This design comes from an exercise in tuning for small area on the open sky130 flow, not from production work.
Power figures rest on the tool's default switching activity, not on a simulated workload.

==> flow/design.v <==
package tiler_pkg;
  localparam ARRAY_WIDTH = 12;
endpackage
`timescale 1ns/100ps
module tiler_top (
  input  logic                      clk_int,
  input  logic                      rst_ni,
  input  logic                      clear_i,
  input  logic                      start_i,
  input  logic [53:0]               cfg_i,
  output logic                      ready_o,
  output logic                      valid_o,
  output logic [363:0]              result_o
);
  function automatic logic ge_const(input logic [12:0] x, input logic [12:0] k);
    ge_const = 1'b1;
    for (int i = 0; i < 13; i++) begin
      ge_const = k[i] ? (x[i] & ge_const) : (x[i] | ge_const);
    end
  endfunction
  logic       busy_q, valid_q;
  logic [5:0] t_q;
  logic       load, ph_div, ph_p, ph_xw, last;
  assign load   = start_i & ~busy_q;
  assign ph_div = busy_q & (t_q < 6'd15);
  assign ph_p   = busy_q & (t_q >= 6'd15) & (t_q < 6'd30);
  assign ph_xw  = busy_q & (t_q >= 6'd30);
  assign last   = busy_q & (t_q == 6'd54);
  always_ff @(posedge clk_int or negedge rst_ni) begin
    if (!rst_ni) begin
      busy_q  <= 1'b0;
      valid_q <= 1'b0;
    end else if (clear_i) begin
      busy_q  <= 1'b0;
      valid_q <= 1'b0;
    end else begin
      valid_q <= last;
      if (load)      busy_q <= 1'b1;
      else if (last) busy_q <= 1'b0;
    end
  end
  always_ff @(posedge clk_int) begin
    t_q <= busy_q ? t_q + 6'd1 : 6'd0;
  end
  logic [15:0] n_q, k_q;
  logic [1:0]  m_lo_q;
  logic [2:0]  op_q;
  logic [1:0]  fmt_q;
  always_ff @(posedge clk_int) begin
    if (load) begin
      n_q    <= cfg_i[21:6];
      k_q    <= cfg_i[37:22];
      m_lo_q <= cfg_i[39:38];
      op_q   <= cfg_i[5:3];
      fmt_q  <= {cfg_i[2] | cfg_i[1], cfg_i[2] | cfg_i[0]};
    end
  end
  logic [14:0] u_d, u_q;
  logic [1:0]  r3_q;
  logic        u_msb, qbit;
  logic [2:0]  tr;
  tiler_rca #(.W(15)) u_rca_u (.a({1'b0, cfg_i[53:40]}), .b({13'd0, 1'b1, cfg_i[39] | cfg_i[38]}),
                               .ci(1'b0), .s(u_d), .co());
  assign u_msb = u_q[14];
  assign tr    = {r3_q, u_msb};
  assign qbit  = (tr >= 3'd3);
  always_ff @(posedge clk_int) begin
    if (load) begin
      u_q  <= u_d;
      r3_q <= 2'd0;
    end else begin
      u_q <= {u_q[13:0], ph_div ? qbit : u_msb};
      if (ph_div) r3_q <= qbit ? 2'(tr - 3'd3) : tr[1:0];
    end
  end
  logic [12:0] a_iter, b_iter, c_iter;
  logic [13:0] d_iter;
  logic [3:0]  m_mod;
  logic        n_lo_nz;
  logic [14:0] a_ring;
  assign a_ring  = {u_q[9:0], u_q[14:10]};
  assign a_iter  = a_ring[12:0];
  assign n_lo_nz = |n_q[1:0];
  tiler_rca #(.W(13)) u_rca_b (.a({1'b0, k_q[15:4]}), .b(13'd0), .ci(|k_q[3:0]), .s(b_iter), .co());
  tiler_rca #(.W(13)) u_rca_c (.a({1'b0, n_q[15:4]}), .b(13'd0), .ci(|n_q[3:0]), .s(c_iter), .co());
  tiler_rca #(.W(14)) u_rca_d (.a(n_q[15:2]), .b(14'd0), .ci(n_lo_nz), .s(d_iter), .co());
  assign m_mod   = {(m_lo_q == 2'd0) ? ((r3_q == 2'd2) ? 2'd0 : r3_q + 2'd1) : r3_q, m_lo_q};
  logic [17:0] n3, k3;
  tiler_rca #(.W(18)) u_rca_n3 (.a({2'b0, n_q}), .b({1'b0, n_q, 1'b0}), .ci(1'b0), .s(n3), .co());
  tiler_rca #(.W(18)) u_rca_k3 (.a({2'b0, k_q}), .b({1'b0, k_q, 1'b0}), .ci(1'b0), .s(k3), .co());
  logic [2:0] slots;
  assign slots = {1'b0, n_q[3:2]} + {2'b0, n_lo_nz};
  logic [24:0] p_q;
  logic        abit;
  logic [24:0] p_add;
  assign abit  = ph_p & u_msb;
  tiler_rca #(.W(25)) u_rca_p (.a({p_q[23:0], 1'b0}), .b({12'd0, b_iter & {13{abit}}}),
                               .ci(1'b0), .s(p_add), .co());
  always_ff @(posedge clk_int) begin
    p_q <= {p_add[24:1], p_add[0] | (ph_xw & p_q[24])};
  end
  logic        pbit;
  logic [31:0] x_q;
  logic [29:0] w_q;
  assign pbit = ph_xw & p_q[24];
  logic [31:0] x_add;
  logic [29:0] w_add;
  tiler_rca #(.W(32)) u_rca_x (.a({x_q[30:0], 1'b0}), .b({19'd0, c_iter & {13{pbit}}}),
                               .ci(1'b0), .s(x_add), .co());
  tiler_rca #(.W(30)) u_rca_w (.a({w_q[28:0], 1'b0}), .b({16'd0, d_iter & {14{pbit}}}),
                               .ci(1'b0), .s(w_add), .co());
  always_ff @(posedge clk_int) begin
    x_q <= x_add;
    w_q <= w_add;
  end
  logic [26:0] p3;
  logic        c3;
  assign c3 = p_q[12] ? ge_const(p_q[12:0], 13'd5462) : ge_const(p_q[12:0], 13'd2731);
  tiler_rca #(.W(13)) u_rca_p3l (.a(p_q[12:0]), .b({p_q[11:0], 1'b0}),
                                 .ci(1'b0), .s(p3[12:0]), .co());
  tiler_rca #(.W(14)) u_rca_p3h (.a({2'b0, p_q[24:13]}), .b({1'b0, p_q[24:12]}),
                                 .ci(c3), .s(p3[26:13]), .co());
  logic [4:0] s1_op;
  logic [2:0] s1_rnd, s2_rnd, cfmt;
  always_comb begin
    case (op_q[2:1])
      2'd0:    s1_op = 5'd0;
      2'd1:    s1_op = 5'd2;
      2'd2:    s1_op = 5'd3;
      default: s1_op = 5'd7;
    endcase
  end
  assign s1_rnd = {2'b0, op_q[2] & op_q[1]};
  assign s2_rnd = {2'b0, ~op_q[0] & (op_q[2] ^ op_q[1])};
  assign cfmt   = {fmt_q[1], ~fmt_q[1], fmt_q[0]};
  assign result_o = {
    3'd0, a_iter,                  
    3'd0, c_iter,                  
    d_iter, 2'd0,                  
    3'd0, b_iter,                  
    4'd0, m_mod,                   
    4'd0, n_q[3:0],                
    6'd0, n_q[1:0],                
    4'd0, k_q[3:0],                
    3'd0, slots, 2'd0,             
    15'd0, n_q, 1'b0,              
    11'd0, n3, 3'd0,               
    15'd0, k_q, 1'b0,              
    11'd0, k3, 3'd0,               
    s1_op,                         
    5'd7,                          
    s1_rnd,                        
    s2_rnd,                        
    cfmt,                          
    op_q != 3'd0,                  
    p_q[15:0],                     
    x_q,                           
    w_q, 2'd0,                     
    3'd0, p3, 2'd0                 
  };
  assign ready_o = ~busy_q;
  assign valid_o = valid_q;
endmodule
module tiler_rca #(
  parameter int W = 8
) (
  input  logic [W-1:0] a,
  input  logic [W-1:0] b,
  input  logic         ci,
  output logic [W-1:0] s,
  output logic         co
);
  logic [W:0] c;
  assign c[0] = ci;
  for (genvar i = 0; i < W; i++) begin : g_bit
    assign s[i]   = a[i] ^ b[i] ^ c[i];
    assign c[i+1] = (a[i] & b[i]) | (c[i] & (a[i] ^ b[i]));
  end
  assign co = c[W];
endmodule
Settings: LEC_CHECK=0, CAP_MARGIN=20, CORE_MARGIN=2, CORE_UTILIZATION=40, SLEW_MARGIN=20; clock period 10.0 ns.
standard.sh (not shown) runs the stock make flow with config.mk's settings and CLKGATE_MAP_FILE= SYNTH_SCRIPT=/design/flow/synth_recipe.tcl, a recipe that flattens the netlist after the stock synthesis.
==> flow/flow/run.sh <==
#!/bin/bash
# The standard layout, with the smallest buffer on the ports and the
# constant outputs left on the synthesis tie cells.
set -euo pipefail
export BUFFER_PORTS_ARGS="-buffer_cell sky130_fd_sc_hd__buf_1"
export SKIP_REPAIR_TIE_FANOUT=1
bash standard.sh > standard_flow.log 2>&1
Next try:
==> flow/flow/run.sh (replaced) <==
#!/bin/bash
# The standard layout, with the smallest buffer on the ports, the constant
# outputs left on the synthesis tie cells, and a small clock tree.
set -euo pipefail
export BUFFER_PORTS_ARGS="-buffer_cell sky130_fd_sc_hd__buf_1"
export SKIP_REPAIR_TIE_FANOUT=1
export CTS_ARGS="-sink_clustering_enable -repair_clock_nets -dont_use_dummy_load -buf_list {sky130_fd_sc_hd__clkbuf_4 sky130_fd_sc_hd__clkbuf_8} -root_buf sky130_fd_sc_hd__clkbuf_8"
bash standard.sh > standard_flow.log 2>&1
The new run produced a clean layout. Utilization falls by 1.8 points. Clock power falls by 47%. Final area falls by 4.0%.
No functional check of the RTL was part of any run of this note.

==> what the ideal ports hide <==
The results above use ideal ports. As a check the final layouts listed here were re-extracted and re-timed, cells and wires unchanged. Step 1 (the two cells are an assumption about what drives the block):
set clk [get_ports {clk_int}]
set_driving_cell -lib_cell sky130_fd_sc_hd__clkbuf_16 $clk
set_driving_cell -lib_cell sky130_fd_sc_hd__buf_2 [delete_from_list [all_inputs] $clk]
Step 2 also shifts input and output timing later by t, the mid clock arrival at the registers, as if the neighbouring blocks saw the same clock. Slacks: no drivers / after step 1 / after step 2; pairs: no drivers / after step 1.
| run | t (ns) | slack for setup (ns) | latest minus earliest clock arrival (ns) | slew at the worst register clock pin (ns) |
|---|---|---|---|---|
| the first run | 0.463 | 0.705 / 0.705 / 0.705 | 0.016 / 0.016 | 0.08 / 0.08 |
| the second run | 0.484 | 0.710 / 0.710 / 0.710 | 0.054 / 0.054 | 0.11 / 0.11 |
After both steps every run listed still meets setup and hold.
